This design comes from an exercise in tuning for a short achievable clock period and few clock cycles on the open sky130 flow, not from production work.
The RTL was checked by simulation tests, not by an equivalence proof against the original design.
No activity file was given, so power comes from the tool's default toggle rates.

==> 08-16: inputs <==
Design rv_core, start of the top module:
module rv_core (
  input  logic        i_clk,
  input  logic        i_rst,
  input  logic        i_valid_i,
  input  logic        i_valid_d,
  input  logic [31:0] i_data_in_i,
  input  logic [31:0] i_data_in_d,
  output logic [31:0] o_addr_i,
  output logic [31:0] o_addr_d,
  output logic [3:0]  o_we_d,
  output logic        o_rd_d,
  output logic [31:0] o_data_out_d
);
export LEC_CHECK = 0
export ABC_CLOCK_PERIOD_IN_PS = 2500
export CAP_MARGIN = 20
export CORE_MARGIN = 2
export CORE_UTILIZATION = 55
export PLACE_DENSITY = 0.65
export SETUP_SLACK_MARGIN = 4.0
export SLEW_MARGIN = 20
create_clock -name core_clock -period 7.0 [get_ports {i_clk}]
run.sh (not shown) runs the stock make flow with config.mk's settings and CLKGATE_MAP_FILE= SYNTH_SCRIPT=/design/flow/synth_recipe.tcl, a recipe that flattens the netlist after the stock synthesis.
==> 06-10: changes against 08-16 <==
--- a/flow/design.v
+++ b/flow/design.v
@@ -24,13 +24,13 @@
   input  logic [4:0]  i_rs2,
   output logic [31:0] o_rs1_data,
   output logic [31:0] o_rs2_data
 );
   logic [31:0] regs [1:31];
   always_ff @(posedge i_clk) begin
-    if (!i_rst && i_we && (i_rd != 5'd0)) begin
+    if (i_we && (i_rd != 5'd0)) begin
       regs[i_rd] <= i_wdata;
     end
   end
   always_comb begin
     if (i_rs1 == 5'd0)                 o_rs1_data = 32'd0;
     else if (i_we && (i_rs1 == i_rd))  o_rs1_data = i_wdata;
@@ -64,13 +64,13 @@
   localparam int S_SLTU = 6;
   localparam int S_XOR  = 7;
   localparam int S_OR   = 8;
   localparam int S_AND  = 9;
   localparam int S_PC4  = 10;
   localparam int NSEL   = 11;
-  localparam int BTB_IB = 4;
+  localparam int BTB_IB = 5;
   localparam int BTB_N  = 1 << BTB_IB;
   localparam int BTB_TW = 8;
   localparam bit FETCH_PRED = 1'b1;
   logic ce;
   assign ce = i_valid_i && i_valid_d;
   logic [31:0] pc;
@@ -80,13 +80,13 @@
   logic        k_r;
   logic              btb_v   [BTB_N];
   logic [BTB_TW-1:0] btb_tag [BTB_N];
   logic [31:2]       btb_tgt [BTB_N];
   logic        d_bp;
   logic [31:0] d_bpt;
-  logic [31:0] d_tgt;
+  logic [13:0] d_tlo;
   logic        d_valid_q;
   logic        d_valid;
   logic [31:0] d_pc;
   logic [31:0] d_insn;
   logic [31:0]     e_a;
   logic [31:0]     e_b;
@@ -318,13 +318,18 @@
   assign ex_hit1 = e_wen && (e_rd == rs1);
   assign ex_hit2 = e_wen && (e_rd == rs2);
   assign id_stall = d_valid && e_load && ((use_rs1 && ex_hit1) || (use_rs2 && ex_hit2));
   assign id_pred   = !FETCH_PRED && d_valid && !d_bp && (is_jal || (is_br && d_insn[31]));
   logic jal_small;
   assign jal_small = d_insn[19:12] == {8{d_insn[31]}};
-  assign id_target = d_tgt;
+  logic [31:13] d_hi, d_hip, d_him;
+  assign d_hi  = d_pc[31:13];
+  assign d_hip = d_pc[31:13] + 19'd1;
+  assign d_him = d_pc[31:13] - 19'd1;
+  assign id_target = {(!d_insn[31] && d_tlo[13]) ? d_hip :
+                      (d_insn[31] && !d_tlo[13]) ? d_him : d_hi, d_tlo[12:0]};
   assign alt = d_insn[30] && (is_op || (f3 == 3'b101));
   always_comb begin
     sel = '0;
     if (is_jal || is_jalr) begin
       sel[S_PC4] = 1'b1;
     end else if (is_op || is_opimm) begin
@@ -350,62 +355,47 @@
                  ((i_data_in_i[19:12] == {8{i_data_in_i[31]}}));
   assign f_bbr = (i_data_in_i[6:2] == rv_pkg::OPC_BRANCH) && i_data_in_i[31];
   assign f_sp  = FETCH_PRED && (f_jal || f_bbr);
   logic        fc_bp  [2];
   logic [31:0] fc_bpt [2];
   logic [31:0] fc_seq [2];
-  logic [31:0] fc_tgt [2];
+  logic [13:0] fc_tlo [2];
   logic        f_jop;
   assign f_jop = i_data_in_i[6:2] == rv_pkg::OPC_JAL;
   for (genvar c = 0; c < 2; c++) begin : g_fc
     logic [31:0]       p;
     logic [BTB_IB-1:0] idx;
     logic              hit;
     logic [31:0]       btgt;
     logic [13:0]       jal_lo;
     logic [13:0]       br_lo;
-    logic [31:13]      hi, hip, him;
-    logic              jp, jm, j0, bp1, bm1, b0;
-    logic [31:0]       jal_tgt;
-    logic [31:0]       br_tgt;
     logic [31:0]       sp_tgt;
     logic [12:0]       jl, bl;
     logic [7:0]        jl_lo, bl_lo;
     logic [5:0]        jl_h0, jl_h1, bl_h0, bl_h1;
     assign p    = (c == 1) ? pc_tr : pc_nr;
     assign idx  = p[BTB_IB+1:2];
     assign hit  = btb_v[idx] && (btb_tag[idx] == p[BTB_IB+BTB_TW+1:BTB_IB+2]);
     assign btgt = {btb_tgt[idx], 2'b00};
     assign jal_lo = {1'b0, p[12:0]} + {1'b0, i_data_in_i[31], i_data_in_i[20],
                                       i_data_in_i[30:21], 1'b0};
     assign br_lo  = {1'b0, p[12:0]} + {1'b0, i_data_in_i[31], i_data_in_i[7],
                                       i_data_in_i[30:25], i_data_in_i[11:8], 1'b0};
-    assign hi  = p[31:13];
-    assign hip = p[31:13] + 19'd1;
-    assign him = p[31:13] - 19'd1;
-    assign jp  = !i_data_in_i[31] &&  jal_lo[13];
-    assign jm  =  i_data_in_i[31] && !jal_lo[13];
-    assign j0  = !(jp || jm);
-    assign bp1 = !i_data_in_i[31] &&  br_lo[13];
-    assign bm1 =  i_data_in_i[31] && !br_lo[13];
-    assign b0  = !(bp1 || bm1);
-    assign jal_tgt = {({19{jp}} & hip) | ({19{jm}} & him) | ({19{j0}} & hi), jal_lo[12:0]};
-    assign br_tgt  = {({19{bp1}} & hip) | ({19{bm1}} & him) | ({19{b0}} & hi), br_lo[12:0]};
     assign jl_lo = {1'b0, p[6:0]} + {1'b0, i_data_in_i[26:25], i_data_in_i[24:21], 1'b0};
     assign jl_h0 = p[12:7] + {i_data_in_i[31], i_data_in_i[20], i_data_in_i[30:27]};
     assign jl_h1 = p[12:7] + {i_data_in_i[31], i_data_in_i[20], i_data_in_i[30:27]} + 6'd1;
     assign bl_lo = {1'b0, p[6:0]} + {1'b0, i_data_in_i[26:25], i_data_in_i[11:8], 1'b0};
     assign bl_h0 = p[12:7] + {i_data_in_i[31], i_data_in_i[7], i_data_in_i[30:27]};
     assign bl_h1 = p[12:7] + {i_data_in_i[31], i_data_in_i[7], i_data_in_i[30:27]} + 6'd1;
     assign jl = {({6{jl_lo[7]}} & jl_h1) | ({6{!jl_lo[7]}} & jl_h0), jl_lo[6:0]};
     assign bl = {({6{bl_lo[7]}} & bl_h1) | ({6{!bl_lo[7]}} & bl_h0), bl_lo[6:0]};
     assign sp_tgt  = {p[31:13], ({13{f_jal}} & jl) | ({13{f_bbr}} & bl)};
     assign fc_bp[c]  = f_sp || hit;
     assign fc_bpt[c] = f_sp ? sp_tgt : btgt;
     assign fc_seq[c] = f_sp ? sp_tgt : hit ? btgt : p + 32'd4;
-    assign fc_tgt[c] = f_jop ? jal_tgt : br_tgt;
+    assign fc_tlo[c] = f_jop ? jal_lo : br_lo;
   end
   logic        f_bp;
   logic [31:0] f_bpt;
   assign f_bp  = tk_r ? fc_bp[1]  : fc_bp[0];
   assign f_bpt = tk_r ? fc_bpt[1] : fc_bpt[0];
   logic [31:0] pc_seq;
@@ -441,13 +431,13 @@
   always_ff @(posedge i_clk) begin
     if (ce && !id_stall) begin
       d_pc   <= pc;
       d_insn <= i_data_in_i;
       d_bp   <= f_bp;
       d_bpt  <= f_bpt;
-      d_tgt  <= tk_r ? fc_tgt[1] : fc_tgt[0];
+      d_tlo  <= tk_r ? fc_tlo[1] : fc_tlo[0];
     end
   end
   always_ff @(posedge i_clk) begin
     if (i_rst) begin
       e_br_q    <= 1'b0;
       e_jal_q   <= 1'b0;
@@ -504,12 +494,14 @@
                    f3 == 3'b000};
       e_pc     <= d_pc;
       e_rd     <= rd;
     end
   end
   logic              u_we;
+  logic              u_jmp;
+  logic              u_br;
   logic              u_taken;
   logic [BTB_IB-1:0] u_idx;
   logic [BTB_TW-1:0] u_tag;
   logic [31:2]       u_tgt;
   always_ff @(posedge i_clk) begin
     if (i_rst) begin
@@ -517,18 +509,20 @@
     end else if (ce) begin
       u_we <= e_br || e_jal || e_jalr;
     end
   end
   always_ff @(posedge i_clk) begin
     if (ce) begin
-      u_taken <= act_taken;
+      u_jmp   <= e_jal || e_jalr;
+      u_br    <= e_br;
       u_idx   <= e_pc[BTB_IB+1:2];
       u_tag   <= e_pc[BTB_IB+BTB_TW+1:BTB_IB+2];
       u_tgt   <= e_jalr ? sum[31:2] : e_target[31:2];
     end
   end
+  assign u_taken = u_jmp || (u_br && tk_r);
   always_ff @(posedge i_clk) begin
     if (i_rst) begin
       for (int i = 0; i < BTB_N; i++) btb_v[i] <= 1'b0;
     end else if (ce && u_we) begin
       btb_v[u_idx] <= u_taken;
     end
Settings changed: SETUP_SLACK_MARGIN 4.0 to 2.9.
==> 07-24: changes against 08-16 <==
Settings changed: SETUP_SLACK_MARGIN 4.0 to 2.9.
==> run summary <==
Clock power is about the same in 07-24 and 08-16.
The highest count of clock-buffer cells in the layout belongs to 06-10, the lowest to 07-24.
06-10 passed the timing, DRC and antenna checks. 07-24 went through all stages and came out clean. 08-16 went through all stages and came out clean.
Wire length, lowest first: 07-24, 08-16, 06-10.
Register-to-register slack, highest first: 07-24, 08-16, 06-10.
Between 06-10 and 07-24, the lower die area is in 07-24 (gap about 20%, measured against 07-24).
Testbench counts of 08-16, summed over its fixed seeds: cycles 11,981.
Testbench counts of 06-10, summed over its fixed seeds: cycles 11,917.
Testbench counts of 07-24, summed over its fixed seeds: cycles 11,981.

re-timing with driven ports:
Ports are ideal in the flow. The routed layouts listed here were re-timed in OpenROAD.
Step 1 assumes that a clkbuf_16 drives the clock port and a buf_2 every other input.
Step 2 adds t to the input delays and takes it off the output delays; t is the mean of the earliest and latest rising clock arrival at the registers after step 1. Input paths then give back, and output paths get back, about the clock's delay inside the block.
a / b / c = ideal / step 1 / step 2; a / b = the first two.
run	t, ns	setup slack, ns	clock arrival spread, ns	worst slew at a driven data input, ns
08-16	1.015	2.665 / 2.665 / 1.851	0.127 / 0.127	0.33
06-10	1.009	2.543 / 2.543 / 1.898	0.060 / 0.060	0.06
07-24	1.009	2.713 / 2.712 / 1.703	0.098 / 0.098	0.30
After both steps every run listed still meets setup and hold. For 07-24, which loses most, drivers alone change the setup slack by -0.001 ns; drivers and shift together by -1.010 ns.
